Background: an optimization exercise with open tools, aiming at small area, a short achievable clock period and few clock cycles per item. Do not read the settings as production practice.
Where RTL was checked, it was by simulation tests only, not by an equivalence proof against the original.
Function not checked in runs 4 to 6: the RTL went through the layout flow alone.

## design/flow/design.v

```verilog
module aes_dec_core (
    input  logic         clk,
    input  logic         rst,
    input  logic         start,
    input  logic [127:0] key,
    input  logic [127:0] ciphertext,
    input  logic         step_en,
    output logic         busy,
    output logic         done,
    output logic [127:0] plaintext
);
    function automatic logic [1:0] gf4_mul(input logic [1:0] a, input logic [1:0] b);
        logic t;
        t = a[1] & b[1];
        gf4_mul = {t ^ (a[1] & b[0]) ^ (a[0] & b[1]), t ^ (a[0] & b[0])};
    endfunction
    function automatic logic [3:0] gf16_mul(input logic [3:0] a, input logic [3:0] b);
        logic [1:0] t, u;
        t = gf4_mul(a[3:2], b[3:2]);
        u = gf4_mul(a[3:2] ^ a[1:0], b[3:2] ^ b[1:0]);
        gf16_mul = {u ^ gf4_mul(a[1:0], b[1:0]), {t[0] ^ t[1], t[1]} ^ gf4_mul(a[1:0], b[1:0])};
    endfunction
    function automatic logic [3:0] gf16_inv(input logic [3:0] a);
        case (a)
            4'h0: gf16_inv = 4'h0;
            4'h1: gf16_inv = 4'h1;
            4'h2: gf16_inv = 4'h3;
            4'h3: gf16_inv = 4'h2;
            4'h4: gf16_inv = 4'hf;
            4'h5: gf16_inv = 4'hc;
            4'h6: gf16_inv = 4'h9;
            4'h7: gf16_inv = 4'hb;
            4'h8: gf16_inv = 4'ha;
            4'h9: gf16_inv = 4'h6;
            4'ha: gf16_inv = 4'h8;
            4'hb: gf16_inv = 4'h7;
            4'hc: gf16_inv = 4'h5;
            4'hd: gf16_inv = 4'he;
            4'he: gf16_inv = 4'hd;
            4'hf: gf16_inv = 4'h4;
            default: gf16_inv = 4'h0;
        endcase
    endfunction
    function automatic logic [11:0] gf256_inv_a(input logic [7:0] a);
        gf256_inv_a = {a[7:4], a[7:4] ^ a[3:0],
                       gf16_inv({a[4] ^ a[3], a[5] ^ a[2] ^ a[3], a[5] ^ a[7] ^ a[1] ^ a[2], a[4] ^ a[5] ^ a[6] ^ a[7] ^ a[0] ^ a[1] ^ a[3]} ^ gf16_mul(a[7:4], a[3:0]))};
    endfunction
    function automatic logic [7:0] gf256_inv_b(input logic [11:0] p);
        gf256_inv_b = {gf16_mul(p[11:8], p[3:0]), gf16_mul(p[7:4], p[3:0])};
    endfunction
    function automatic logic [11:0] inv_sbox_a(input logic [7:0] x);
        inv_sbox_a = gf256_inv_a({x[1] ^ x[2] ^ x[6] ^ x[7], ~(x[0] ^ x[3]), x[3] ^ x[4] ^ x[5] ^ x[6], ~(x[1] ^ x[2] ^ x[7]), ~(x[5] ^ x[7]), x[1] ^ x[2] ^ x[6], x[2] ^ x[3] ^ x[5] ^ x[6], x[3]});
    endfunction
    function automatic logic [7:0] inv_sbox_b(input logic [11:0] p);
        logic [7:0] t;
        t = gf256_inv_b(p);
        inv_sbox_b = {t[1] ^ t[2] ^ t[5], t[2] ^ t[3] ^ t[6] ^ t[7], t[1] ^ t[2] ^ t[5] ^ t[7], t[1] ^ t[3] ^ t[4], t[1] ^ t[4] ^ t[6] ^ t[7], t[1] ^ t[4] ^ t[5], t[4] ^ t[6] ^ t[7], t[0] ^ t[1] ^ t[2] ^ t[4]};
    endfunction
    function automatic logic [11:0] sbox_a(input logic [7:0] x);
        sbox_a = gf256_inv_a({x[5] ^ x[7], x[1] ^ x[2] ^ x[3] ^ x[4] ^ x[5] ^ x[6], x[1] ^ x[4] ^ x[6] ^ x[7], x[2] ^ x[3] ^ x[4] ^ x[6] ^ x[7], x[1] ^ x[2] ^ x[6] ^ x[7], x[3] ^ x[4] ^ x[6], x[1] ^ x[3], x[0] ^ x[1] ^ x[2] ^ x[3] ^ x[7]});
    endfunction
    function automatic logic [7:0] sbox_b(input logic [11:0] p);
        logic [7:0] t;
        t = gf256_inv_b(p);
        sbox_b = {t[2] ^ t[7], ~(t[4] ^ t[7]), ~(t[2] ^ t[3] ^ t[7]), t[0] ^ t[2] ^ t[3] ^ t[4] ^ t[5], t[0], t[0] ^ t[1] ^ t[2] ^ t[3] ^ t[4], ~(t[0] ^ t[1] ^ t[3] ^ t[7]), ~(t[0] ^ t[6])};
    endfunction
    function automatic logic [7:0] xtime(input logic [7:0] x);
        xtime = {x[6:0], 1'b0} ^ (x[7] ? 8'h1b : 8'h00);
    endfunction
    function automatic logic [7:0] inv_xtime(input logic [7:0] x);
        inv_xtime = x[0] ? {1'b1, x[7:1] ^ 7'h0d} : {1'b0, x[7:1]};
    endfunction
    function automatic logic [31:0] inv_mix_col(input logic [31:0] col);
        logic [7:0] a0, a1, a2, a3, b0, b1, b2, b3, u, v, t;
        a0 = col[31:24];
        a1 = col[23:16];
        a2 = col[15:8];
        a3 = col[7:0];
        u  = xtime(xtime(a0 ^ a2));
        v  = xtime(xtime(a1 ^ a3));
        b0 = a0 ^ u;
        b1 = a1 ^ v;
        b2 = a2 ^ u;
        b3 = a3 ^ v;
        t  = b0 ^ b1 ^ b2 ^ b3;
        inv_mix_col = {b0 ^ t ^ xtime(b0 ^ b1), b1 ^ t ^ xtime(b1 ^ b2),
                       b2 ^ t ^ xtime(b2 ^ b3), b3 ^ t ^ xtime(b3 ^ b0)};
    endfunction
    function automatic logic [127:0] inv_mix(input logic [127:0] s);
        inv_mix = {inv_mix_col(s[127:96]), inv_mix_col(s[95:64]),
                   inv_mix_col(s[63:32]), inv_mix_col(s[31:0])};
    endfunction
    function automatic logic [191:0] round_a(input logic [127:0] s);
        logic [191:0] o;
        logic [3:0]   dst;
        logic [3:0]   src;
        o = '0;
        for (int i = 0; i < 16; i++) begin
            dst = 4'(i);
            src = {dst[3:2] - dst[1:0], dst[1:0]};
            o[191 - 12*i -: 12] = inv_sbox_a(s[127 - 8*int'(src) -: 8]);
        end
        round_a = o;
    endfunction
    function automatic logic [127:0] round_b(input logic [191:0] p);
        logic [127:0] o;
        o = '0;
        for (int i = 0; i < 16; i++) o[127 - 8*i -: 8] = inv_sbox_b(p[191 - 12*i -: 12]);
        round_b = o;
    endfunction
    function automatic logic [47:0] key_a(input logic [31:0] w);
        key_a = {sbox_a(w[23:16]), sbox_a(w[15:8]), sbox_a(w[7:0]), sbox_a(w[31:24])};
    endfunction
    function automatic logic [31:0] key_b(input logic [47:0] m);
        key_b = {sbox_b(m[47:36]), sbox_b(m[35:24]), sbox_b(m[23:12]), sbox_b(m[11:0])};
    endfunction
    logic [127:0] s_r, p2_r, ra_r, rb_r, rc_r;
    logic [31:0]  ra3_r, rc3_r;    
    logic [191:0] p1_r;
    logic [47:0]  m_r;
    logic         a_act_r, b_act_r, c_act_r;
    logic [7:0]   a_rc_r, b_rc_r, c_rc_r;
    logic         busy_r, done_r;
    logic         x_act_r;         
    logic         x_rdy_r;         
    logic         x_go_r;          
    logic         x_half_r;        
    logic [127:0] x_ct_r;
    logic [127:0] x_k_r;           
    logic [47:0]  x_m_r;
    logic [7:0]   x_rc_r;
    logic [127:0] k0c_r;           
    logic         kv_r;            
    logic [127:0] y, kdec, z, x_pre, x_next;
    logic [31:0]  ksub, pre0;
    logic [31:0]  x_sub;
    logic         c_fin, afree, hit, accept, mv;
    assign ksub  = key_b(m_r);
    assign pre0  = rb_r[127:96] ^ {b_rc_r, 24'h0};
    assign kdec  = {pre0 ^ ksub, rb_r[127:96] ^ rb_r[95:64],
                    rb_r[95:64] ^ rb_r[63:32], rb_r[63:32] ^ rb_r[31:0]};
    assign y     = round_b(p1_r);
    assign z     = {y[127:96] ^ pre0 ^ ksub, y[95:0] ^ kdec[95:0]};
    assign c_fin = c_act_r && (c_rc_r == 8'h8d);
    assign afree = !c_act_r || c_fin;
    assign x_sub  = key_b(x_m_r);
    assign x_pre  = {x_k_r[127:96] ^ {x_rc_r, 24'h0},
                     x_k_r[127:96] ^ x_k_r[95:64] ^ {x_rc_r, 24'h0},
                     x_k_r[127:96] ^ x_k_r[95:64] ^ x_k_r[63:32] ^ {x_rc_r, 24'h0},
                     x_k_r[127:96] ^ x_k_r[95:64] ^ x_k_r[63:32] ^ x_k_r[31:0] ^ {x_rc_r, 24'h0}};
    assign x_next = x_pre ^ {4{x_sub}};
    assign hit    = kv_r && (key == k0c_r);
    assign accept = start && !busy_r;
    assign mv     = x_act_r && x_rdy_r && step_en && afree;
    always_ff @(posedge clk) begin
        if (rst) begin
            a_act_r <= 1'b0;
            b_act_r <= 1'b0;
            c_act_r <= 1'b0;
            x_act_r <= 1'b0;
            kv_r    <= 1'b0;
            busy_r  <= 1'b0;
            done_r  <= 1'b0;
        end else begin
            done_r <= step_en && b_act_r && (b_rc_r == 8'h01);
            if (step_en) begin
                a_act_r <= mv || (c_act_r && !c_fin);
                b_act_r <= a_act_r;
                c_act_r <= b_act_r;
            end
            if (accept) begin
                x_act_r <= 1'b1;
                kv_r    <= hit;
            end else if (mv) begin
                x_act_r <= 1'b0;
            end else if (x_act_r && !x_rdy_r && step_en && x_half_r && x_rc_r == 8'h36) begin
                kv_r    <= 1'b1;
            end
            busy_r <= accept || (x_act_r && !mv);
        end
        if (step_en) begin
            p1_r   <= round_a(s_r);
            rb_r   <= ra_r;
            m_r    <= key_a(ra3_r);
            b_rc_r <= a_rc_r;
            p2_r   <= z;
            rc_r   <= kdec;
            rc3_r  <= rb_r[95:64] ^ rb_r[31:0];
            c_rc_r <= inv_xtime(b_rc_r);
            if (mv) begin
                s_r    <= x_ct_r ^ x_k_r;
                ra_r   <= x_k_r;
                ra3_r  <= x_k_r[31:0] ^ x_k_r[63:32];
                a_rc_r <= 8'h36;
            end else begin
                s_r    <= inv_mix(p2_r);
                ra_r   <= rc_r;
                ra3_r  <= rc3_r;
                a_rc_r <= c_rc_r;
            end
        end
        if (!x_act_r) x_ct_r <= ciphertext;
        if (accept) begin
            k0c_r   <= key;
            x_rdy_r <= hit;
            x_go_r  <= 1'b0;
        end else if (x_act_r && !x_rdy_r && step_en) begin
            if (!x_go_r) begin
                x_go_r   <= 1'b1;
                x_half_r <= 1'b0;
                x_k_r    <= k0c_r;
                x_rc_r   <= 8'h01;
            end else begin
                x_half_r <= !x_half_r;
                if (x_half_r) begin
                    x_k_r  <= x_next;
                    x_rc_r <= xtime(x_rc_r);
                    if (x_rc_r == 8'h36) x_rdy_r <= 1'b1;
                end
            end
        end
        x_m_r <= key_a(x_k_r[31:0]);
    end
    assign busy      = busy_r;
    assign done      = done_r;
    assign plaintext = p2_r;
endmodule
```

## design/flow/flow/run.sh

```bash
#!/bin/bash
# Standard ORFS layout, with the synthesis technology mapping done by the ABC
# script in flow/abc_speed.script (area-oriented mapping, then sizing), and the
# port buffers made from the small buf_1 cell.
set -euo pipefail
cd "$(dirname "${BASH_SOURCE[0]}")/.."
W=$PWD
rm -rf "$W/scripts_own"
cp -r "$FLOW_HOME/scripts" "$W/scripts_own"
cp "$W/flow/abc_speed.script" "$W/scripts_own/abc_speed.script"
bash standard.sh SCRIPTS_DIR="$W/scripts_own" \
    "BUFFER_PORTS_ARGS=-buffer_cell sky130_fd_sc_hd__buf_1" finish > "$W/standard_flow.log" 2>&1
```

## design/flow/flow/abc_speed.script

```
&get -n
&st
&dch -f
&nf
&put
topo
stime -c
buffer -c
upsize -c
dnsize -c
```

## design/flow/standard.sh

```bash
#!/bin/bash
# synth_recipe.tcl (not shown) runs the flow's synth.tcl, then flattens the netlist and writes it again
# the make line also repeats each setting of config.mk as NAME=value (left out here)
make -C /OpenROAD-flow-scripts/flow DESIGN_CONFIG=/design/flow/config.mk WORK_HOME=/design/flow/orfs CLKGATE_MAP_FILE= SYNTH_SCRIPT=/design/flow/synth_recipe.tcl "${@:-finish}"
```

## design/flow/config.mk

```make
export PLATFORM = sky130hd
export DESIGN_NAME = aes_dec_core
export DESIGN_NICKNAME = aes_dec_core
export VERILOG_FILES = /design/flow/design.v
export SDC_FILE = /design/flow/constraint.sdc
export NUM_CORES = 4
export LEC_CHECK = 0
export CAP_MARGIN = 20
export CELL_PAD_IN_SITES_DETAIL_PLACEMENT = 1
export CELL_PAD_IN_SITES_GLOBAL_PLACEMENT = 2
export CORE_MARGIN = 2
export CORE_UTILIZATION = 40
export CTS_BUF_LIST = sky130_fd_sc_hd__clkbuf_8
export PLACE_DENSITY = 0.55
export SETUP_SLACK_MARGIN = 4.8
export SLEW_MARGIN = 20
```

## design/flow/constraint.sdc

```tcl
create_clock -name core_clock -period 8.0 [get_ports {clk}]
set_input_delay 1.6000 -clock core_clock [delete_from_list [all_inputs] [get_ports {clk}]]
set_output_delay 1.6000 -clock core_clock [all_outputs]
set_load 0.01 [all_outputs]
```

==> results of run 1 <==
-- area by class of cell --
cell class | count | area, sq um | share of cell area
Timing Repair Buffer | 996 | 6820 | 0.0631
Multi-Input combinational cell | 5791 | 49900 | 0.461
Clock inverter | 193 | 971 | 0.00898
Sequential cell | 1418 | 42000 | 0.389
Antenna cell | 15 | 37.5 | 0.000347
Tap cell | 2854 | 3570 | 0.0330
Clock buffer | 301 | 4140 | 0.0383
Inverter | 163 | 648 | 0.00599
-- final timing paths --
| check | slack (ns) | startpoint | endpoint |
|---|---|---|---|
| max | 4.62 | p2_r[59] | plaintext[59] |
| min | 0.38 | ra_r[79] | rb_r[79] |
| min reg2reg | 0.38 | ra_r[79] | rb_r[79] |
| max reg2reg | 4.66 | s_r[122] | p1_r[181] |
-- metrics by stage --
stage	hold WS (ns)
CTS	0.390
global route	0.400
global placement	0.400
floorplan	0.400
detailed placement	0.405
finish	0.380
-- cell usage after synthesis (all sizes together) (56+ instances only) --
cell type,n,area [sq um]
nor2,578,2170
inv,163,612
nand2,880,3300
a21oi,191,956
dfxtp,56,1120
xnor3,114,2570
xnor2,2205,19400
ha,113,1410
o21ai,178,891
edfxtp,1362,40900
clkbuf,107,408
xor2,1052,9240
-- what timing repair did --
item / in CTS / in global routing
hold buffers: 0 / 0
pin swaps: 143 / 228
endpoints found under the setup margin: 420 / 397
gates resized for setup: 514 / 492
buffers inserted: 364 / 210
gates cloned: 0 / 1
-- logic make-up (layout without fill, tap and decap cells) --
logic type / count (synthesis) / count (layout) / synth area share
xor+xnor: 3392 / 3392 / 0.364
mux: 77 / 77 / 0.00932
fa+ha+maj: 118 / 118 / 0.0168
other cells: 0 / 15 / 0
buf+inv: 310 / 1653 / 0.0140
compound gates: 559 / 559 / 0.0384
flops: 1418 / 1418 / 0.481
simple gates: 1644 / 1645 / 0.0762
-- registers in the layout, indices dropped and copies added, names as in the netlist, 8 cells and up --
register / flops
p1_r: 192
rc3_r: 32
x_k_r: 128
a_rc_r: 8
ra3_r: 32
x_ct_r: 128
x_m_r: 48
c_rc_r: 8
rb_r: 128
k0c_r: 128
b_rc_r: 8
m_r: 48
p2_r: 128
ra_r: 128
s_r: 128
x_rc_r: 8
rc_r: 128
-- placed cells by master (no fill, tap or decap), drive strengths merged, types with 51 or more instances in the layout --
cell and n:
clkbuf 348, edfxtp 1362, ha 113, nand2 880
inv 254, buf 949, nor2 578, a21oi 191
clkinv 86, dfxtp 56, xnor3 114, xor2 1052
xnor2 2205, nand2b 51, o21ai 178
-- routing by layer --
layer,global-route usage,routed length [microns],vias up
li1,-,-,27300
met1,0.382,142000,30400
met2,0.458,151000,1362
met3,0.0354,13800,426
met4,0.0752,9470,4
met5,0,26,-
==> summary.md, run 1 <==
| Metric | Value |
|---|---|
| Status | complete, no violations |
| Slew HR | 0.309 |
| Syn_nets | 7,891 |
| Largest net degree at the start of global routing | 164 |
| FMAX | 296 MHz |
| Hold path depth | 0 |
| First-pass GRT wire length | 441 mm |
| Placed inst area | 92,400 sq um |
| Reg2Reg Depth | 10 |
| CTS Buf Count | 288 |
| Fill cells | 22.7k |
| Max-capacitance violation count | 0 |
| Row cnt | 171 |
| Drt pass-1 iters | 5 |
| Critical path's largest stage delay | 0.54 ns |
| Clk Latency, worst-skew pair | 1.06 ns |
| Worst hold path class | flip-flop to flip-flop |
| Gr usage total | 0.277 |
| Endpoints failing hold | 0 |
| Crit path buffers/inverters | 1 |
| CP max-delay cell | edfxtp_1 |
| H-tree Lvls | 5 |
| Yosys warns | 1 |
| Detail Route Antenna Nets | 0 |
| Final Util | 0.498 |
| Starting Density | 0.402 |
| Final period util | 0.423 |
| Initial antenna violation count | 16 |
| Levels on crit path | 1 |
| Cell family with most CP delay | flip-flops |
| Final instance area | 108,000 sq um |
| Root Driver | clkbuf_8 |
| Worst Max-Slew Pin Slew | 1.04 ns |
| Layout Cells excl Fill | 11.7k |
| Setup Crit Path Kind | flip-flop to output pin |
| Crit-path max FO | 2 |
| IO Port Bufs | 389 |
| Post-synth ARST share | 0 |
| Setup tns final | 0 ns |
| Share of post-route cells with drive strength above 1 | 0.206 |
| Setup crit end kind | output pin |
| Io pins | 390 |
| Mapped Cells | 7,518 |
| Worst Path Arrival | 1.78 ns |
| Die area | 222,000 sq um |
| Clock-pin slew of the registers on the worst-case setup and hold paths | 0.06 ns |
| Wire length per cell | 27.0 microns |
| Die Span X | 471 microns |
| Core footprint | 217,000 sq um |
| #FFs+latches synth | 1,418 |
| RSZ-0062 raised after global routing | yes |
| Final-report setup violation count | 0 |
| RD Place Congestion | 0.883 |
| Drt total wl | 317 mm |
| Seq/Total Area, Yosys | 0.481 |
| Vias in the first global route | 61.1k |
| Iteration-0 DRC Markers | 4,583 |
| Distinct cells, synth | 67 |
| Mapped Avg Cell Area | 11.6 sq um |
| Period minus WS final | 3.38 ns |
| Worst slack, placed | 3.19 ns |
| Vias | 59.5k |
| DRC Markers | 0 |
| Final count of pins violating max slew | 0 |
| Inst Count DP | 10.6k |
| Main synth FF type | edfxtp_1 |
| Data required, critical path | 6.40 ns |
| Layout Nets | 9,031 |
| Clk_skew | 0.0643 ns |
| TritonCTS clock tree | built |
| Hpwl dp | 245 mm |
| Crit path cell chain | clkbuf_2 |
| Post-synth EDFFs | 1,362 |
| Die Height | 471 microns |
| Worst setup SP type | flip-flop |
| Final WS setup | 4.62 ns |
| CTS Sinks | 1,418 |
| Area grow syn2layout | 23.9% |
| Global route overflow | 0 |
| Vias per inst | 5.07 |
| Syn Std Cell Area | 87,300 sq um |
| Clock Path Buffers | 4 |
Testbench counts, summed over its fixed seeds: cycles 6,353, blocks 560.
==> inputs of run 2 (changes only) <==
--- a/design/flow/config.mk
+++ b/design/flow/config.mk
@@ -12,5 +12,5 @@
 export CORE_UTILIZATION = 40
 export CTS_BUF_LIST = sky130_fd_sc_hd__clkbuf_8
 export PLACE_DENSITY = 0.55
-export SETUP_SLACK_MARGIN = 4.8
+export SETUP_SLACK_MARGIN = 4.5
 export SLEW_MARGIN = 20
==> run 2 against run 1 <==
  * Area after synthesis stayed put
  * Flip-flop and latch count stayed put
  * Cell count down 3.1%
  * Clock-buffer cell count is 2 higher
  * Highest routed layer is now met4
  * Non-clock buffer count is 357 lower
  * Design area fell by 6.2%
  * Register-to-register slack got worse by 0.09 ns
  * Via count is 3.0% lower
  * Sequential share of layout area up 2.6 points
  * Still clean
  * Global-route usage fell by 0.20 points
==> summary.md, run 2 <==
| Metric | Value |
|---|---|
| Initial antenna violation count | 19 (+3) |
| Worst setup SP type | flip-flop |
| Status | complete, no violations |
| Clock Path Buffers | 4 (unchanged) |
| Setup tns final | 0 ns (unchanged) |
| Core footprint | 217,000 sq um (unchanged) |
| Iteration-0 DRC Markers | 4,175 (-8.9%) |
| Worst slack, placed | 3.20 ns (+0.00512 ns) |
| Final instance area | 101,000 sq um (-6.2%) |
| Period minus WS final | 3.43 ns (+0.0482 ns) |
| Final WS setup | 4.57 ns (-0.0482 ns) |
| IO Port Bufs | 389 (unchanged) |
| Count leader, synth | xnor2_1 |
| Largest Register | p1_r |
| Placed inst area | 92,200 sq um (-0.27%) |
| Area grow syn2layout | 16.2% |
| Inst Count DP | 10.7k (+0.12%) |
| Crit-path max FO | 5 (+3) |
| DRC Markers | 0 (unchanged) |
| Hpwl dp | 246 mm (+0.35%) |
| R2R Setup Slk | 4.57 ns (-0.09 ns) |
| Die Height | 471 microns (unchanged) |
| Hold_sp | ra_r[121] |
| Final-report setup violation count | 0 (unchanged) |
| CTS Buf Count | 291 (+1.0%) |
| Data required, critical path | 8.72 ns (+2.32 ns) |
| Main synth FF type | edfxtp_1 |
| TritonCTS clock tree | built |
| FMAX | 292 MHz (-1.4%) |
| Final Util | 0.467 (-0.0311) |
| Root Driver | clkbuf_8 |
| Final count of pins violating max slew | 0 (unchanged) |
| Worst Max-Slew Pin Slew | 1.14 ns (+0.0981 ns) |
| Drt pass-1 iters | 5 (unchanged) |
| Clk Latency, worst-skew pair | 1.03 ns (-0.03 ns) |
| Clk_skew | 0.0787 ns (+0.0144 ns) |
| CP endpoint | m_r[12] |
| Final period util | 0.429 (+0.00603) |
| Largest net degree at the start of global routing | 162 (-1.2%) |
| Commonest non-fill, non-tap cell in the layout | xnor2_1 |
| CTS Hold Bufs | 0 (unchanged) |
| Post-synth ARST share | 0 (unchanged) |
| Global route overflow | 0 (unchanged) |
| FF-to-FF Start | ra3_r[6] |
| RSZ-0062 raised after global routing | yes |
| Vias per inst | 5.08 (about the same) |
| Post-synth EDFFs | 1,362 (unchanged) |
| Starting Density | 0.402 (unchanged) |
| Vias | 57.7k (-3.0%) |
| Die area | 222,000 sq um (unchanged) |
| Mapped Avg Cell Area | 11.6 sq um (unchanged) |
| Largest register FFs | 192 (unchanged) |
| Post-synth top area share | 0.469 (unchanged) |
| CTS Sinks | 1,418 (unchanged) |
| Mapped Cells | 7,518 (unchanged) |
| Gr usage total | 0.275 (-0.00200) |
| Largest area contributor in the netlist | edfxtp_1 |
| Most frequent cells in the layout | xnor2_1 (2,017), edfxtp_1 (1,362), xor2_1 (988), nand2_1 (880), nor2_1 (576) |
| Worst hold path class | flip-flop to flip-flop |
| Seq/Total Area, Yosys | 0.481 (unchanged) |
| Worst Path Arrival | 4.15 ns (+2.37 ns) |
| Top area cells in the synthesized netlist | edfxtp_1 (47%), xnor2_1 (22%), xor2_1 (11%), nand2_1 (3.8%), xnor3_1 (2.9%) |
| RD Place Congestion | 0.881 (-0.22%) |
| Endpoints failing hold | 0 (unchanged) |
| Row cnt | 171 (unchanged) |
| Slew HR | 0.238 (-0.0709) |
| Wire length per cell | 27.4 microns (+1.5%) |
| Most instantiated cells after synthesis | xnor2_1 (2,187), edfxtp_1 (1,362), xor2_1 (1,049), nand2_1 (880), nor2_1 (578) |
| Setup crit start | ra3_r[6] |
| Layout Nets | 8,676 (-3.9%) |
| Setup crit end kind | flip-flop |
| Drt total wl | 312 mm (-1.7%) |
| Post-route worst hold slack | 0.396 ns (+0.0157 ns) |
| Share of post-route cells with drive strength above 1 | 0.113 (-0.0931) |
| Setup Crit Path Kind | flip-flop to flip-flop |
| Die Span X | 471 microns (unchanged) |
| Reg2Reg Depth | 9 (-1) |
| Syn Std Cell Area | 87,300 sq um (unchanged) |
| Layout Cells excl Fill | 11.4k (-3.1%) |
| Io pins | 390 (unchanged) |
| First-pass GRT wire length | 435 mm (-1.2%) |
| #FFs+latches synth | 1,418 (unchanged) |
| Clock-pin slew of the registers on the worst-case setup and hold paths | 0.06 ns (about the same) |
| Yosys warns | 1 (unchanged) |
| H-tree Lvls | 5 (unchanged) |
| R2r endpoint | m_r[12] |
| Max-capacitance violation count | 0 (unchanged) |
| Vias in the first global route | 59.9k (-1.9%) |
| Syn_nets | 7,891 (unchanged) |
| Distinct cells, synth | 67 (unchanged) |
| Detail Route Antenna Nets | 0 (unchanged) |
-- run 2: cell counts after synthesis --
Identical to the previous run, type by type.
-- run 2: what timing repair did --
action | CTS | global route
pin swaps | 24 | 94
gates resized for setup | 129 | 211
cloned | 0 | 0
endpoints found under the hold margin | 0 | 0
setup buffers | 113 | 91
endpoints found under the setup margin | 337 | 265
-- run 2: worst min path at each step --
stage                      to  depth (start not counted)
floorplan           b_rc_r[0]                          0
global placement     rb_r[44]                          0
detailed placement  rb_r[101]                          0
CTS                  rb_r[58]                          0
global route         rb_r[96]                          0
finish              rb_r[121]                          0
-- run 2: cell type report --
class / count / area, sq um
diodes: 8 / 20.0
clock buffers: 303 / 4170
clock inverters: 193 / 1090
fillers: 23200 / 116000
inverters: 163 / 627
multi-input cells: 5790 / 46400
flip-flops and latches: 1418 / 42000
well taps: 2854 / 3570
repair buffers: 639 / 3510
-- run 2: layer usage --
metal,global-route usage,part of all wire,vias to the layer above
li1,-,-,26700
met4,0.0741,0.027,0
met1,0.386,0.46,29300
met5,0,0,-
met2,0.449,0.47,1384
met3,0.0332,0.041,376
-- run 2: cells by family after synthesis --
group	after synthesis	share of synthesized area
buffers and inverters	310	0.0140
muxes	77	0.00932
DFF	1418	0.481
adders and majority gates	118	0.0168
and+or+nand+nor	1644	0.0762
xor gates and xnor gates	3392	0.364
AOI/OAI and AO/OA	559	0.0384
-- run 2: worst max-delay path, cell delays in order (launching register included) --
cell and delay [ns]:
edfxtp_1 0.51, xnor3_2 0.54, xnor2_2 0.27, ha_1 0.25
xor3_1 0.48, xnor3_1 0.45, or2_1 0.26, nand2b_1 0.10
a21boi_1 0.17, o22ai_1 0.11
==> inputs of run 3 (changes only) <==
--- a/design/flow/config.mk
+++ b/design/flow/config.mk
@@ -9,8 +9,8 @@
 export CELL_PAD_IN_SITES_DETAIL_PLACEMENT = 1
 export CELL_PAD_IN_SITES_GLOBAL_PLACEMENT = 2
 export CORE_MARGIN = 2
-export CORE_UTILIZATION = 40
+export CORE_UTILIZATION = 50
 export CTS_BUF_LIST = sky130_fd_sc_hd__clkbuf_8
-export PLACE_DENSITY = 0.55
+export PLACE_DENSITY = 0.6
 export SETUP_SLACK_MARGIN = 4.5
 export SLEW_MARGIN = 20
==> run 3 against run 2 <==
  * Critical path depth is 3 lower
  * Maximum frequency down 2.1%
  * Largest cell class unchanged
  * Register-to-register slack got worse by 0.02 ns
  * Cell count shrank 5.0%
  * Wire length decreased by 4.9%
  * Synthesized cell count did not move
  * Clock-buffer cell count fell by 14
==> summary.md, run 3 <==
| Metric | Value |
|---|---|
| Status | complete, no violations |
| Commonest non-fill, non-tap cell in the layout | xnor2_1 |
| Syn_nets | 7,891 (unchanged) |
| Worst setup SP type | input pin |
| Endpoints failing hold | 0 (unchanged) |
| Layout Nets | 8,650 (-0.30%) |
| Iteration-0 DRC Markers | 4,837 (+16%) |
| Setup crit end kind | flip-flop |
| Most instantiated cells after synthesis | xnor2_1 (2,187), edfxtp_1 (1,362), xor2_1 (1,049), nand2_1 (880), nor2_1 (578) |
| Slew HR | 0.206 (-0.0323) |
| Worst Max-Slew Pin Slew | 1.18 ns (+0.0482 ns) |
| Max-capacitance violation count | 0 (unchanged) |
| Final count of pins violating max slew | 0 (unchanged) |
| Worst hold path class | flip-flop to flip-flop |
| CP max-delay cell | nor2_4 |
| Count leader, synth | xnor2_1 |
| Period minus WS final | 3.50 ns (+0.0742 ns) |
| Drt pass-1 iters | 5 (unchanged) |
| Largest area contributor in the netlist | edfxtp_1 |
| Drt total wl | 296 mm (-4.9%) |
| FMAX | 285 MHz (-2.1%) |
| Post-synth EDFFs | 1,362 (unchanged) |
| Clk Latency, worst-skew pair | 1.03 ns (about the same) |
| #FFs+latches synth | 1,418 (unchanged) |
| Wire length per cell | 27.4 microns (about the same) |
| CTS Sinks | 1,418 (unchanged) |
| Die Span X | 422 microns (-10%) |
| Root Driver | clkbuf_8 |
| DRC Markers | 0 (unchanged) |
| First-pass GRT wire length | 418 mm (-4.0%) |
| Gr usage total | 0.325 (+0.0500) |
| Vias per inst | 5.45 (+7.3%) |
| Top area cells in the synthesized netlist | edfxtp_1 (47%), xnor2_1 (22%), xor2_1 (11%), nand2_1 (3.8%), xnor3_1 (2.9%) |
| CTS Hold Bufs | 0 (unchanged) |
| Initial antenna violation count | 23 (+4) |
| Row cnt | 153 (-11%) |
| Clk_skew | 0.0543 ns (-0.0243 ns) |
| Core footprint | 174,000 sq um (-20%) |
| Mapped Cells | 7,518 (unchanged) |
| Main synth FF type | edfxtp_1 |
| Post-route worst hold slack | 0.407 ns (+0.0118 ns) |
| Crit-path max FO | 145 (+140) |
| RSZ-0062 raised after global routing | yes |
| Cell family with most CP delay | simple AND/OR/NAND/NOR gates |
| Largest register FFs | 192 (unchanged) |
| Largest net degree at the start of global routing | 154 (-4.9%) |
| Final period util | 0.438 (+0.00927) |
| Crit path buffers/inverters | 2 (+2) |
| Inst Count DP | 10.1k (-5.1%) |
| Data required, critical path | 8.83 ns (+0.11 ns) |
| CTS Buf Count | 275 (-5.5%) |
| Area grow syn2layout | 15.4% |
| Clock Path Buffers | 4 (unchanged) |
| Mapped Avg Cell Area | 11.6 sq um (unchanged) |
| Starting Density | 0.503 (+0.100) |
| Post-synth top area share | 0.469 (unchanged) |
| Vias | 58.8k (+1.9%) |
| Setup Crit Path Kind | input pin to flip-flop |
| RD Place Congestion | 0.932 (+5.8%) |
| Vias in the first global route | 60.6k (+1.1%) |
| Setup tns final | 0 ns (unchanged) |
| Yosys warns | 1 (unchanged) |
| Hpwl dp | 229 mm (-7.1%) |
| Fill cells | 18.1k (-22%) |
| Distinct cells, synth | 67 (unchanged) |
| Seq/Total Area, Yosys | 0.481 (unchanged) |
| Layout Cells excl Fill | 10.8k (-5.0%) |
| Crit path cell chain | buf_4 -> nand3_1 -> nor2_4 -> buf_12 -> nand2_1 -> o221ai_1 |
| Io pins | 390 (unchanged) |
| Critical path's largest stage delay | 0.56 ns (+0.02 ns) |
| TritonCTS clock tree | built |
| Die area | 178,000 sq um (-20%) |
| Final-report setup violation count | 0 (unchanged) |
| Global route overflow | 0 (unchanged) |
| Die Height | 422 microns (-10%) |
| Share of post-route cells with drive strength above 1 | 0.113 (-0.000566) |
| Largest Register | p1_r |
| Detail Route Antenna Nets | 0 (unchanged) |
| Worst Path Arrival | 4.33 ns (+0.18 ns) |
| Most frequent cells in the layout | xnor2_1 (2,001), edfxtp_1 (1,362), xor2_1 (989), nand2_1 (878), nor2_1 (577) |
| Post-synth ARST share | 0 (unchanged) |
| H-tree Lvls | 5 (unchanged) |
| Clock-pin slew of the registers on the worst-case setup and hold paths | 0.06 ns (about the same) |
| IO Port Bufs | 389 (unchanged) |
| Syn Std Cell Area | 87,300 sq um (unchanged) |
[run 3: changes by cell type in the layout (fill, tap and decap cells not counted), moves of 5 or more]
cell      delta
clkbuf_8    -14
ha_1         -5
xnor2_2     +16
clkinv_1    -15
xnor2_1     -16
diode_2      +6
buf_6        -6
clkinv_2     -7
buf_4       -12
[run 3: logic make-up after synthesis]
logic type,after synthesis,synth area share
AO/OA/AOI/OAI,559,0.0384
XOR/XNOR,3392,0.364
adder cells (fa/ha/maj),118,0.0168
buffers and inverters,310,0.0140
flip-flops,1418,0.481
multiplexers,77,0.00932
AND/OR/NAND/NOR,1644,0.0762
[run 3: final timing paths]
path / endpoint / start / cells past startpoint / slack (ns)
hold / removal: rb_r[93] / ra_r[93] / 0 / 0.41
setup / recovery: ra3_r[5] / step_en / 6 / 4.50
hold reg to reg: rb_r[93] / ra_r[93] / 0 / 0.41
setup reg to reg: p1_r[108] / s_r[9] / 14 / 4.55
[run 3: worst register-to-register path, stage by stage, from the launching register on]
cell and delay (ns):
edfxtp_1 0.48, xor2_4 0.24, xor2_2 0.17, ha_1 0.34, inv_2 0.07, ha_4 0.18
xor2_2 0.18, xnor3_1 0.21, xnor3_1 0.25, xor2_2 0.18, xnor2_2 0.30, nand2b_4 0.09
nor2b_1 0.15, a21o_1 0.20, o2bb2ai_2 0.12
[run 3: what timing repair did]
action                                  CTS  global route
cloned                                    2             1
setup buffers                           107            99
endpoints found under the setup margin  626           518
hold endpoints to repair                  0             0
pin swaps                                31            89
gates resized for setup                 140           225
[run 3: final cells by class]
class / instances / area [sq um] / area share
clock inverter: 171 / 998 / 0.00991
clock buffer: 289 / 3980 / 0.0395
sequential: 1418 / 42000 / 0.417
tap: 2325 / 2910 / 0.0289
antenna: 14 / 35.0 / 0.000348
multi-input combinational: 5790 / 46600 / 0.462
inverter: 163 / 622 / 0.00617
timing repair buffer: 629 / 3570 / 0.0355
[run 3: metal layers]
metal | vias to the layer above | global-route usage | share of wire
met5 | - | 0 | 0.000044
met4 | 2 | 0.137 | 0.046
met3 | 497 | 0.0437 | 0.058
met2 | 1792 | 0.534 | 0.48
met1 | 29900 | 0.433 | 0.42
li1 | 26600 | - | -
[run 3: metrics by stage]
stage                     utilization  setup slack [ns]  instance area [sq um]
final                           0.580              4.50                 101000
after global placement          0.527              3.22                  91400
after detailed placement        0.527              3.11                  91400
after floorplan                     -             -9.67                  87300
after global routing            0.580              4.42                 101000
after CTS                       0.567              4.47                  98400
==> inputs of run 4 (changes only) <==
--- a/design/flow/design.v
+++ b/design/flow/design.v
@@ -56,8 +56,11 @@
         t = gf256_inv_b(p);
         inv_sbox_b = {t[1] ^ t[2] ^ t[5], t[2] ^ t[3] ^ t[6] ^ t[7], t[1] ^ t[2] ^ t[5] ^ t[7], t[1] ^ t[3] ^ t[4], t[1] ^ t[4] ^ t[6] ^ t[7], t[1] ^ t[4] ^ t[5], t[4] ^ t[6] ^ t[7], t[0] ^ t[1] ^ t[2] ^ t[4]};
     endfunction
+    function automatic logic [7:0] sbox_in(input logic [7:0] x);
+        sbox_in = {x[5] ^ x[7], x[1] ^ x[2] ^ x[3] ^ x[4] ^ x[5] ^ x[6], x[1] ^ x[4] ^ x[6] ^ x[7], x[2] ^ x[3] ^ x[4] ^ x[6] ^ x[7], x[1] ^ x[2] ^ x[6] ^ x[7], x[3] ^ x[4] ^ x[6], x[1] ^ x[3], x[0] ^ x[1] ^ x[2] ^ x[3] ^ x[7]};
+    endfunction
     function automatic logic [11:0] sbox_a(input logic [7:0] x);
-        sbox_a = gf256_inv_a({x[5] ^ x[7], x[1] ^ x[2] ^ x[3] ^ x[4] ^ x[5] ^ x[6], x[1] ^ x[4] ^ x[6] ^ x[7], x[2] ^ x[3] ^ x[4] ^ x[6] ^ x[7], x[1] ^ x[2] ^ x[6] ^ x[7], x[3] ^ x[4] ^ x[6], x[1] ^ x[3], x[0] ^ x[1] ^ x[2] ^ x[3] ^ x[7]});
+        sbox_a = gf256_inv_a(sbox_in(x));
     endfunction
     function automatic logic [7:0] sbox_b(input logic [11:0] p);
         logic [7:0] t;
@@ -108,6 +111,13 @@
         for (int i = 0; i < 16; i++) o[127 - 8*i -: 8] = inv_sbox_b(p[191 - 12*i -: 12]);
         round_b = o;
     endfunction
+    function automatic logic [31:0] key_in(input logic [31:0] w);
+        key_in = {sbox_in(w[31:24]), sbox_in(w[23:16]), sbox_in(w[15:8]), sbox_in(w[7:0])};
+    endfunction
+    function automatic logic [47:0] key_a_t(input logic [31:0] t);
+        key_a_t = {gf256_inv_a(t[23:16]), gf256_inv_a(t[15:8]), gf256_inv_a(t[7:0]),
+                   gf256_inv_a(t[31:24])};
+    endfunction
     function automatic logic [47:0] key_a(input logic [31:0] w);
         key_a = {sbox_a(w[23:16]), sbox_a(w[15:8]), sbox_a(w[7:0]), sbox_a(w[31:24])};
     endfunction
@@ -120,6 +130,7 @@
     logic [47:0]  m_r;
     logic         a_act_r, b_act_r, c_act_r;
     logic [7:0]   a_rc_r, b_rc_r, c_rc_r;
+    logic [127:0] pt_r;
     logic         busy_r, done_r;
     logic         x_act_r;         
     logic         x_rdy_r;         
@@ -162,7 +173,7 @@
             busy_r  <= 1'b0;
             done_r  <= 1'b0;
         end else begin
-            done_r <= step_en && b_act_r && (b_rc_r == 8'h01);
+            done_r <= step_en && c_fin;
             if (step_en) begin
                 a_act_r <= mv || (c_act_r && !c_fin);
                 b_act_r <= a_act_r;
@@ -181,16 +192,16 @@
         if (step_en) begin
             p1_r   <= round_a(s_r);
             rb_r   <= ra_r;
-            m_r    <= key_a(ra3_r);
+            m_r    <= key_a_t(ra3_r);
             b_rc_r <= a_rc_r;
             p2_r   <= z;
             rc_r   <= kdec;
-            rc3_r  <= rb_r[95:64] ^ rb_r[31:0];
+            rc3_r  <= key_in(rb_r[95:64] ^ rb_r[31:0]);
             c_rc_r <= inv_xtime(b_rc_r);
             if (mv) begin
                 s_r    <= x_ct_r ^ x_k_r;
                 ra_r   <= x_k_r;
-                ra3_r  <= x_k_r[31:0] ^ x_k_r[63:32];
+                ra3_r  <= key_in(x_k_r[31:0] ^ x_k_r[63:32]);
                 a_rc_r <= 8'h36;
             end else begin
                 s_r    <= inv_mix(p2_r);
@@ -199,6 +210,7 @@
                 a_rc_r <= c_rc_r;
             end
         end
+        pt_r <= p2_r;
         if (!x_act_r) x_ct_r <= ciphertext;
         if (accept) begin
             k0c_r   <= key;
@@ -223,5 +235,5 @@
     end
     assign busy      = busy_r;
     assign done      = done_r;
-    assign plaintext = p2_r;
+    assign plaintext = pt_r;
 endmodule
==> design/flow/flow/run.sh (replaced) <==
#!/bin/bash
# Standard ORFS layout, with the synthesis technology mapping done by the ABC
# script in flow/abc_speed.script (area-oriented mapping, then sizing).
set -euo pipefail
cd "$(dirname "${BASH_SOURCE[0]}")/.."
W=$PWD
rm -rf "$W/scripts_own"
cp -r "$FLOW_HOME/scripts" "$W/scripts_own"
cp "$W/flow/abc_speed.script" "$W/scripts_own/abc_speed.script"
bash standard.sh SCRIPTS_DIR="$W/scripts_own" finish > "$W/standard_flow.log" 2>&1
--- a/design/flow/config.mk
+++ b/design/flow/config.mk
@@ -9,8 +9,7 @@
 export CELL_PAD_IN_SITES_DETAIL_PLACEMENT = 1
 export CELL_PAD_IN_SITES_GLOBAL_PLACEMENT = 2
 export CORE_MARGIN = 2
-export CORE_UTILIZATION = 50
-export CTS_BUF_LIST = sky130_fd_sc_hd__clkbuf_8
-export PLACE_DENSITY = 0.6
+export CORE_UTILIZATION = 40
+export PLACE_DENSITY = 0.55
 export SETUP_SLACK_MARGIN = 4.5
 export SLEW_MARGIN = 20
==> run 4 against run 3 <==
  * First-iteration DRC count decreased by 13%
  * Critical endpoint is now p1_r[37]
  * Non-clock buffer count decreased by 51
  * Worst setup slack improved by 0.061 ns
  * Utilization decreased by 10 points
==> summary.md, run 4 <==
| Metric | Value |
|---|---|
| First-pass GRT wire length | 429 mm (+2.6%) |
| Die Span X | 480 microns (+14%) |
| FF-to-FF Start | s_r[25] |
| Yosys warns | 1 (unchanged) |
| Die Height | 480 microns (+14%) |
| Layout Cells excl Fill | 11.5k (+6.7%) |
| Setup crit start | s_r[25] |
| Crit path cell chain | xor2_2 -> xnor2_2 -> inv_1 -> ha_1 -> inv_2 -> ha_2 -> xnor2_2 -> xnor2_1 -> buf_4 -> xnor3_1 -> xnor2_2 -> nand2b_1 -> a311oi_2 -> a21oi_1 |
| Distinct cells, synth | 68 (+1.5%) |
| Count leader, synth | xnor2_1 |
| Layout Nets | 8,766 (+1.3%) |
| Data required, critical path | 8.56 ns (-0.27 ns) |
| Cell family with most CP delay | XOR/XNOR gates |
| Largest net degree at the start of global routing | 152 (-1.3%) |
| RSZ-0062 raised after global routing | yes |
| Largest Register | p1_r |
| Levels on crit path | 14 (+8) |
| Setup crit end kind | flip-flop |
| Wire length per cell | 26.4 microns (-3.6%) |
| Status | complete, no violations |
| Drt pass-1 iters | 6 (+1) |
| Commonest non-fill, non-tap cell in the layout | xnor2_1 |
| H-tree Lvls | 4 (-1) |
| Final instance area | 107,000 sq um (+6.6%) |
| Inst Count DP | 11.0k (+9.1%) |
| RD Place Congestion | 0.883 (-5.3%) |
| Final count of pins violating max slew | 0 (unchanged) |
| Vias per inst | 5.01 (-8.1%) |
| Worst Path Arrival | 4.00 ns (-0.33 ns) |
| Final period util | 0.430 (-0.00762) |
| Starting Density | 0.403 (-0.0998) |
| Vias | 57.7k (-2.0%) |
| Most frequent cells in the layout | xnor2_1 (2,148), edfxtp_1 (1,362), xor2_1 (1,091), nor2_1 (827), nand2_1 (680) |
| Hpwl dp | 239 mm (+4.7%) |
| Syn Std Cell Area | 90,800 sq um (+4.0%) |
| Critical path's largest stage delay | 0.44 ns (-0.12 ns) |
| Crit path buffers/inverters | 3 (+1) |
| Drt total wl | 304 mm (+2.8%) |
| Clock Path Buffers | 3 (-1) |
| Initial antenna violation count | 27 (+17%) |
| Gr usage total | 0.259 (-0.0661) |
| R2R Setup Slk | 4.56 ns (about the same) |
| Post-route worst hold slack | 0.407 ns (-0.000244 ns) |
| Reg2Reg Depth | 14 (unchanged) |
| Syn_nets | 8,146 (+3.2%) |
| Fill cells | 23.5k (+30%) |
| IO Port Bufs | 389 (unchanged) |
| Crit-path max FO | 5 (-97%) |
| Root Driver | clkbuf_16 |
| Placed inst area | 98,400 sq um (+7.6%) |
| Vias in the first global route | 59.4k (-2.0%) |
| Global route overflow | 0 (unchanged) |
| Post-synth EDFFs | 1,362 (unchanged) |
| #FFs+latches synth | 1,546 (+9.0%) |
| Mapped Avg Cell Area | 11.7 sq um (+0.90%) |
| Setup Crit Path Kind | flip-flop to flip-flop |
| CTS Sinks | 1,546 (+9.0%) |
| DRC Markers | 0 (unchanged) |
| Most instantiated cells after synthesis | xnor2_1 (2,256), edfxtp_1 (1,362), xor2_1 (1,133), nor2_1 (828), nand2_1 (680) |
| Endpoints failing hold | 0 (unchanged) |
| CTS Buf Count | 184 (-33%) |
| Row cnt | 174 (+14%) |
| Final-report setup violation count | 0 (unchanged) |
| Mapped Cells | 7,750 (+3.1%) |
| Final WS setup | 4.56 ns (+0.0610 ns) |
| CTS Hold Bufs | 0 (unchanged) |
| Area grow syn2layout | 18.2% |
| Detail Route Antenna Nets | 0 (unchanged) |
| Seq/Total Area, Yosys | 0.491 (+0.00965) |
| FMAX | 291 MHz (+1.8%) |
| Clock-pin slew of the registers on the worst-case setup and hold paths | 0.06 ns (about the same) |
| CP max-delay cell | edfxtp_1 |
| Setup tns final | 0 ns (unchanged) |
| Post-synth ARST share | 0 (unchanged) |
| Core footprint | 225,000 sq um (+30%) |
| CP endpoint | p1_r[37] |
| Clk Latency, worst-skew pair | 0.84 ns (-0.19 ns) |
| Die area | 231,000 sq um (+30%) |
| Largest register FFs | 192 (unchanged) |
| Slew HR | 0.165 (-0.0409) |
| Io pins | 390 (unchanged) |
| Worst hold path class | flip-flop to flip-flop |
| Worst slack, placed | 2.63 ns (-0.477 ns) |
| Top area cells in the synthesized netlist | edfxtp_1 (45%), xnor2_1 (22%), xor2_1 (11%), dfxtp_1 (4.1%), nor2_1 (3.4%) |
| Post-synth top area share | 0.451 (-0.0181) |
| R2r endpoint | p1_r[37] |
| Worst setup SP type | flip-flop |
| Iteration-0 DRC Markers | 4,227 (-13%) |
| Main synth FF type | edfxtp_1 |
| Clk_skew | 0.0355 ns (-0.0188 ns) |
| Worst Max-Slew Pin Slew | 1.24 ns (+0.0609 ns) |
| Max-capacitance violation count | 0 (unchanged) |
| Most used cell, CP | xnor2_2 |
| Period minus WS final | 3.44 ns (-0.0610 ns) |
| Share of post-route cells with drive strength above 1 | 0.0914 (-0.0214) |
| TritonCTS clock tree | built |
| Largest area contributor in the netlist | edfxtp_1 |
| Final Util | 0.476 (-0.104) |
-- run 4: worst register-to-register path, delay by kind of cell, from the launching register on --
kind / cells / cell delay, ns
flip-flops: 1 / 0.44
adder cells (fa/ha/maj): 2 / 0.53
buffers and inverters: 3 / 0.33
AND/OR/NAND/NOR: 1 / 0.22
AO/OA/AOI/OAI: 2 / 0.42
XOR/XNOR: 6 / 1.24
-- run 4: final cells by class --
type / count / area, sq um / share of cell area
Multi-Input combinational cell: 5955 / 46900 / 0.437
Sequential cell: 1546 / 44600 / 0.416
Timing Repair Buffer: 578 / 5490 / 0.0512
Clock buffer: 255 / 5180 / 0.0483
Tap cell: 2992 / 3740 / 0.0349
Clock inverter: 84 / 993 / 0.00926
Inverter: 105 / 399 / 0.00372
Antenna cell: 3 / 7.51 / 0.0000699
-- run 4: metal layers --
| layer | up-vias | part of all wire | track usage |
|---|---|---|---|
| met2 | 1256 | 0.47 | 0.424 |
| met5 | - | 0.00014 | 0 |
| met4 | 6 | 0.021 | 0.0556 |
| met3 | 262 | 0.046 | 0.0339 |
| met1 | 29200 | 0.46 | 0.366 |
| li1 | 26900 | - | - |
-- run 4: cells by family (layout without fill, tap and decap cells) --
family	after synthesis	in the layout	share of synthesized area
simple gates	1707	1709	0.0762
xor+xnor	3555	3556	0.365
buf+inv	252	1022	0.0112
other cells	0	3	0
compound gates	497	497	0.0308
fa+ha+maj	140	140	0.0192
flops	1546	1546	0.491
mux	53	53	0.00608
-- run 4: how the worst min path moves through the flow --
stage,startpoint,end,depth (start not counted)
floorplan,a_rc_r[0],b_rc_r[0],0
global placement,ra_r[89],rb_r[89],0
detailed placement,a_rc_r[3],b_rc_r[3],0
CTS,ra_r[85],rb_r[85],0
global route,ra_r[49],rb_r[49],0
finish,ra_r[86],rb_r[86],0
-- run 4: repair_timing --
action	4_1_cts	5_1_grt
pin swaps	48	72
cloned	1	3
setup buffers	70	63
endpoints found under the hold margin	0	0
resized for setup	128	141
endpoints found under the setup margin	296	229
==> inputs of run 5 (changes only) <==
--- a/design/flow/design.v
+++ b/design/flow/design.v
@@ -130,7 +130,6 @@
     logic [47:0]  m_r;
     logic         a_act_r, b_act_r, c_act_r;
     logic [7:0]   a_rc_r, b_rc_r, c_rc_r;
-    logic [127:0] pt_r;
     logic         busy_r, done_r;
     logic         x_act_r;         
     logic         x_rdy_r;         
@@ -173,7 +172,7 @@
             busy_r  <= 1'b0;
             done_r  <= 1'b0;
         end else begin
-            done_r <= step_en && c_fin;
+            done_r <= step_en && b_act_r && (b_rc_r == 8'h01);
             if (step_en) begin
                 a_act_r <= mv || (c_act_r && !c_fin);
                 b_act_r <= a_act_r;
@@ -210,7 +209,6 @@
                 a_rc_r <= c_rc_r;
             end
         end
-        pt_r <= p2_r;
         if (!x_act_r) x_ct_r <= ciphertext;
         if (accept) begin
             k0c_r   <= key;
@@ -235,5 +233,5 @@
     end
     assign busy      = busy_r;
     assign done      = done_r;
-    assign plaintext = pt_r;
+    assign plaintext = p2_r;
 endmodule
==> run 5 against run 4 <==
  * Register-to-register slack improved by 0.03 ns
  * Flip-flop and latch count fell by 128
  * Global-route usage rose by 0.29 points
  * Utilization rose by 0.46 points
  * Wire length fell by 1.8%
  * Cell count fell by 3.1%
  * Worst setup slack got worse by 0.057 ns
  * Critical path depth fell by 9
  * Clock-buffer cell count fell by 37
  * Die area fell by 3.2%
  * Largest cell class unchanged
  * Highest routed layer is now met4
==> summary.md, run 5 <==
| Metric | Value |
|---|---|
| Status | complete, no violations |
| CTS Hold Bufs | 0 (unchanged) |
| Crit-path max FO | 167 (+162) |
| Period minus WS final | 3.50 ns (+0.0570 ns) |
| Gr usage total | 0.262 (+0.00293) |
| Area grow syn2layout | 19.9% |
| Inst Count DP | 10.5k (-4.5%) |
| Core footprint | 219,000 sq um (-2.8%) |
| Top area cells in the synthesized netlist | edfxtp_1 (47%), xnor2_1 (23%), xor2_1 (11%), nand2_1 (3.0%), xnor3_1 (2.1%) |
| DRC Markers | 0 (unchanged) |
| Slew HR | 0.149 (-0.0158) |
| Final period util | 0.437 (+0.00712) |
| Worst setup SP type | input pin |
| Hpwl dp | 236 mm (-1.2%) |
| Starting Density | 0.401 (-0.00188) |
| CP max-delay cell | or2_4 |
| Vias in the first global route | 57.8k (-2.5%) |
| Largest register FFs | 192 (unchanged) |
| Vias | 56.3k (-2.4%) |
| Row cnt | 172 (-1.1%) |
| Yosys warns | 1 (unchanged) |
| Setup tns final | 0 ns (unchanged) |
| Crit path buffers/inverters | 2 (-1) |
| Die Span X | 473 microns (-1.6%) |
| RSZ-0062 raised after global routing | yes |
| Global route overflow | 0 (unchanged) |
| Seq/Total Area, Yosys | 0.478 (-0.0128) |
| Final count of pins violating max slew | 0 (unchanged) |
| Mapped Avg Cell Area | 11.9 sq um (+1.8%) |
| Final-report setup violation count | 0 (unchanged) |
| Clock-pin slew of the registers on the worst-case setup and hold paths | 0.06 ns (about the same) |
| Mapped Cells | 7,365 (-5.0%) |
| H-tree Lvls | 4 (unchanged) |
| Crit path cell chain | buf_8 -> nand3_1 -> or2_4 -> buf_12 -> mux2_2 |
| Syn_nets | 7,762 (-4.7%) |
| Vias per inst | 5.05 (+0.79%) |
| Critical path's largest stage delay | 0.57 ns (+0.13 ns) |
| CP endpoint | ra_r[104] |
| Most frequent cells in the layout | xnor2_1 (2,157), edfxtp_1 (1,362), xor2_1 (1,079), nand2_1 (710), nor2_1 (417) |
| Clk Latency, worst-skew pair | 0.83 ns (about the same) |
| Worst hold path class | flip-flop to flip-flop |
| Wire length on met2 | 140 mm (-2.5%) |
| Top routing layer used | met4 |
| Setup crit start | step_en |
| Syn Std Cell Area | 87,900 sq um (-3.2%) |
| TritonCTS clock tree | built |
| Worst Path Arrival | 4.04 ns (+0.04 ns) |
| Iteration-0 DRC Markers | 4,455 (+5.4%) |
| Initial antenna violation count | 20 (-26%) |
| Share of post-route cells with drive strength above 1 | 0.127 (+0.0352) |
| Endpoints failing hold | 0 (unchanged) |
| Count leader, synth | xnor2_1 |
| FF-to-FF Start | s_r[17] |
| First-pass GRT wire length | 418 mm (-2.4%) |
| R2r endpoint | p1_r[169] |
| Met3 WL | 13.6 mm (-3.2%) |
| Commonest non-fill, non-tap cell in the layout | xnor2_1 |
| Layout Cells excl Fill | 11.2k (-3.1%) |
| Setup Crit Path Kind | input pin to flip-flop |
| Largest Register | p1_r |
| Root Driver | clkbuf_16 |
| Setup crit end kind | flip-flop |
| Post-synth EDFFs | 1,362 (unchanged) |
| Layout Nets | 8,532 (-2.7%) |
| Post-synth top area share | 0.466 (+0.0150) |
| Die Height | 473 microns (-1.6%) |
| RD Place Congestion | 0.875 (-0.82%) |
| IO Port Bufs | 389 (unchanged) |
| Levels on crit path | 5 (-9) |
| FMAX | 286 MHz (-1.6%) |
| Detail Route Antenna Nets | 0 (unchanged) |
| Largest net degree at the start of global routing | 168 (+11%) |
| Most instantiated cells after synthesis | xnor2_1 (2,309), edfxtp_1 (1,362), xor2_1 (1,133), nand2_1 (711), nor2_1 (419) |
| Io pins | 390 (unchanged) |
| Main synth FF type | edfxtp_1 |
| Distinct cells, synth | 66 (-2.9%) |
| Wire length per cell | 26.8 microns (+1.4%) |
| CTS Buf Count | 173 (-6.0%) |
| Drt total wl | 299 mm (-1.8%) |
| #FFs+latches synth | 1,418 (-8.3%) |
| Cell family with most CP delay | simple AND/OR/NAND/NOR gates |
| CTS Sinks | 1,418 (-8.3%) |
| Largest area contributor in the netlist | edfxtp_1 |
| Reg2Reg Depth | 13 (-1) |
| Clk_skew | 0.0417 ns (+0.00614 ns) |
| Max-capacitance violation count | 0 (unchanged) |
| R2R Setup Slk | 4.59 ns (+0.03 ns) |
| Worst Max-Slew Pin Slew | 1.27 ns (+0.0235 ns) |
| Die area | 223,000 sq um (-3.2%) |
| Data required, critical path | 8.54 ns (-0.02 ns) |
| Drt pass-1 iters | 5 (-1) |
| Clock Path Buffers | 3 (unchanged) |
| M1 wire length | 138 mm (-1.7%) |
| Post-synth ARST share | 0 (unchanged) |
==> run 5: worst min-delay path by stage <==
stage	start	end	slack, ns	cells after the start
finish	ra_r[107]	rb_r[107]	0.41	0
global route	ra_r[16]	rb_r[16]	0.42	0
detailed placement	ra_r[0]	rb_r[0]	0.41	0
floorplan	a_rc_r[0]	b_rc_r[0]	0.40	0
CTS	ra_r[107]	rb_r[107]	0.41	0
global placement	ra_r[60]	rb_r[60]	0.40	0
==> run 5: logic make-up (layout without fill, tap and decap cells) <==
family / Yosys count / in the layout / synth area share
AO/OA/AOI/OAI: 481 / 481 / 0.0314
XOR/XNOR: 3560 / 3560 / 0.373
adder cells (fa/ha/maj): 143 / 143 / 0.0202
buffers and inverters: 236 / 1150 / 0.0105
flip-flops: 1418 / 1418 / 0.478
multiplexers: 199 / 199 / 0.0248
other: 0 / 6 / 0
AND/OR/NAND/NOR: 1328 / 1329 / 0.0624
==> run 5: stage by stage <==
step           utilization  cell area (sq um)  worst slack (ns)  hold slack [ns]
3_5_place_dp         0.435              95300              2.92            0.406
3_3_place_gp         0.435              95300              2.92            0.401
5_1_grt              0.481             105000              4.42            0.417
2_1_floorplan            -              87900              2.17            0.400
6_report             0.481             105000              4.50            0.405
4_1_cts              0.472             103000              4.46            0.406
==> run 5: cell type report <==
class,instances,area [sq um]
inverter,102,388
fill,22800,114000
timing repair buffer,728,6500
sequential,1418,42000
antenna,6,15.0
tap,2871,3590
clock inverter,102,1160
clock buffer,218,4560
multi-input combinational,5712,47100
==> run 5: routing by layer <==
metal  up-vias  track usage
met1     28700        0.375
met2      1212        0.425
met5         -            0
met4         0       0.0620
li1      26200            -
met3       277       0.0285
==> run 5: timing repair <==
item / CTS / global route
gates cloned: 0 / 1
buffers inserted: 189 / 100
resized for setup: 206 / 181
endpoints found under the setup margin: 267 / 96
pin swaps: 55 / 108
==> inputs of run 6 (changes only) <==
==> design/flow/flow/run.sh (replaced) <==
#!/bin/bash
# Standard ORFS layout, with the synthesis technology mapping done by the ABC
# script in flow/abc_speed.script (area-oriented mapping, then sizing), and the
# port buffers made from the small buf_1 cell.
set -euo pipefail
cd "$(dirname "${BASH_SOURCE[0]}")/.."
W=$PWD
rm -rf "$W/scripts_own"
cp -r "$FLOW_HOME/scripts" "$W/scripts_own"
cp "$W/flow/abc_speed.script" "$W/scripts_own/abc_speed.script"
bash standard.sh SCRIPTS_DIR="$W/scripts_own" \
    "BUFFER_PORTS_ARGS=-buffer_cell sky130_fd_sc_hd__buf_1" finish > "$W/standard_flow.log" 2>&1
--- a/design/flow/config.mk
+++ b/design/flow/config.mk
@@ -10,6 +10,7 @@
 export CELL_PAD_IN_SITES_GLOBAL_PLACEMENT = 2
 export CORE_MARGIN = 2
 export CORE_UTILIZATION = 40
+export CTS_BUF_LIST = sky130_fd_sc_hd__clkbuf_8
 export PLACE_DENSITY = 0.55
 export SETUP_SLACK_MARGIN = 4.5
 export SLEW_MARGIN = 20
==> run 6 against run 5 <==
  * Highest routed layer is now met5
  * Critical path depth is the same
  * Worst hold slack got worse by 0.018 ns
  * Synthesized cell count stayed put
  * Clock-buffer cell count increased by 84
  * Non-clock buffer count shrank 75
==> summary.md, run 6 <==
| Metric | Value |
|---|---|
| Status | complete, no violations |
| Io pins | 390 (unchanged) |
| Core footprint | 219,000 sq um (unchanged) |
| Die Height | 473 microns (unchanged) |
| #FFs+latches synth | 1,418 (unchanged) |
| Commonest non-fill, non-tap cell in the layout | xnor2_1 |
| Largest Register | p1_r |
| Post-synth EDFFs | 1,362 (unchanged) |
| TritonCTS clock tree | built |
| Area grow syn2layout | 16.2% |
| Crit-path max FO | 147 (-12%) |
| Drt pass-1 iters | 8 (+3) |
| Root Driver | clkbuf_8 |
| Iteration-0 DRC Markers | 4,239 (-4.8%) |
| Seq/Total Area, Yosys | 0.478 (unchanged) |
| Data required, critical path | 8.74 ns (+0.20 ns) |
| Clk_skew | 0.0754 ns (+0.0338 ns) |
| Mapped Cells | 7,365 (unchanged) |
| Worst Max-Slew Pin Slew | 1.19 ns (-0.0794 ns) |
| Layout Nets | 8,576 (+0.52%) |
| Clock Path Buffers | 4 (+1) |
| Mux share of post-synthesis cell area | 0.0248 (unchanged) |
| Layout Cells excl Fill | 11.3k (+0.91%) |
| Largest family of logic cells by synthesized area | XOR/XNOR gates |
| Worst setup SP type | input pin |
| Vias per inst | 5.05 (about the same) |
| Period minus WS final | 3.55 ns (+0.0550 ns) |
| DRC Markers | 0 (unchanged) |
| Crit path cell chain | clkbuf_4 -> nand3_1 -> or2_4 -> buf_12 -> mux2_2 |
| CTS Sinks | 1,418 (unchanged) |
| Top area cells in the synthesized netlist | edfxtp_1 (47%), xnor2_1 (23%), xor2_1 (11%), nand2_1 (3.0%), xnor3_1 (2.1%) |
| Most frequent cells in the layout | xnor2_1 (2,149), edfxtp_1 (1,362), xor2_1 (1,082), nand2_1 (711), nor2_1 (416) |
| Setup crit end kind | flip-flop |
| Final instance area | 102,000 sq um (-3.1%) |
| Vias | 56.8k (+0.96%) |
| Most instantiated cells after synthesis | xnor2_1 (2,309), edfxtp_1 (1,362), xor2_1 (1,133), nand2_1 (711), nor2_1 (419) |
| Max-capacitance violation count | 0 (unchanged) |
| Count leader, synth | xnor2_1 |
| Post-Synth Adder-Cell Area | 0.0202 (unchanged) |
| H-tree Lvls | 5 (+1) |
| RD Place Congestion | 0.863 (-1.4%) |
| Worst hold path class | flip-flop to flip-flop |
| Die Span X | 473 microns (unchanged) |
| Endpoints failing hold | 0 (unchanged) |
| Syn_nets | 7,762 (unchanged) |
| Largest register FFs | 192 (unchanged) |
[run 6: worst paths after layout]
| path | startpoint | endpoint | slack [ns] | depth (start not counted) |
|---|---|---|---|---|
| worst max-delay path | step_en | ra_r[38] | 4.45 | 5 |
| worst min-delay path | a_rc_r[5] | b_rc_r[5] | 0.39 | 0 |
| worst max register to register | s_r[65] | p1_r[145] | 4.60 | 15 |
| worst min register to register | a_rc_r[5] | b_rc_r[5] | 0.39 | 0 |
[run 6: area by class of cell]
class / count / area [sq um] / area share
Multi-Input combinational cell: 5713 / 47100 / 0.461
Sequential cell: 1418 / 42000 / 0.412
Clock buffer: 302 / 4160 / 0.0407
Timing Repair Buffer: 653 / 3700 / 0.0362
Tap cell: 2871 / 3590 / 0.0352
Clock inverter: 192 / 1160 / 0.0113
Inverter: 102 / 388 / 0.00380
Antenna cell: 8 / 20.0 / 0.000196
[run 6: per-stage QoR]
stage | utilization | worst slack (ns) | hold WS [ns]
2_1_floorplan | - | 2.17 | 0.400
3_3_place_gp | 0.424 | 3.29 | 0.400
3_5_place_dp | 0.424 | 3.38 | 0.405
4_1_cts | 0.457 | 4.48 | 0.375
5_1_grt | 0.466 | 4.42 | 0.391
6_report | 0.466 | 4.45 | 0.387
[run 6: cell families after synthesis]
family | Yosys count
AO/OA/AOI/OAI | 481
multiplexers | 199
buffers and inverters | 236
adder cells (fa/ha/maj) | 143
flip-flops | 1418
AND/OR/NAND/NOR | 1328
XOR/XNOR | 3560
[run 6: critical path, delay by kind of cell]
kind                   cells  cell delay, ns
and+or+nand+nor            2            0.95
muxes                      1            0.47
buffers and inverters      2            0.82
[run 6: timing repair]
action | 4_1_cts | 5_1_grt
resized for setup | 117 | 196
setup buffers | 137 | 84
pin swaps | 42 | 95
hold buffers | 0 | 0
setup endpoints to repair | 139 | 171
cloned | 0 | 3
hold endpoints to repair | 0 | 0
[run 6: metal layers]
layer / vias up / track usage / wire length, microns
met4: 10 / 0.0578 / 6200
met3: 353 / 0.0415 / 16300
met5: - / 0 / 60
met2: 1399 / 0.428 / 141000
li1: 26300 / - / -
met1: 28800 / 0.373 / 138000

==> separate check: timing with driven ports <==
Ports are ideal in the flow. The routed layouts listed here were re-timed in OpenROAD.
Step 1 assumes that a clkbuf_16 drives the clock port and a buf_2 every other input.
Step 2 also shifts input and output timing later by t, the mid clock arrival at the registers, as if the neighbouring blocks saw the same clock.
a / b / c = ideal ports / drivers / drivers and shift; a / b = the first two.
run | t, ns | slack for setup (ns) | worst hold slack (ns)
run 1 | 1.114 | 4.620 / 4.529 / 3.722 | 0.380 / 0.380 / 0.380
run 2 | 1.086 | 4.571 / 4.497 / 3.554 | 0.396 / 0.396 / 0.396
run 3 | 1.093 | 4.497 / 4.486 / 3.468 | 0.407 / 0.407 / 0.407
run 4 | 0.921 | 4.558 / 4.509 / 3.744 | 0.407 / 0.407 / 0.407
run 5 | 0.899 | 4.501 / 4.466 / 3.655 | 0.405 / 0.405 / 0.405
run 6 | 1.098 | 4.446 / 4.429 / 3.331 | 0.387 / 0.387 / 0.387
After both steps every run listed still meets setup and hold. The setup slack of run 6, which loses most, moves by -0.017 ns with the drivers and by -1.115 ns with both steps.
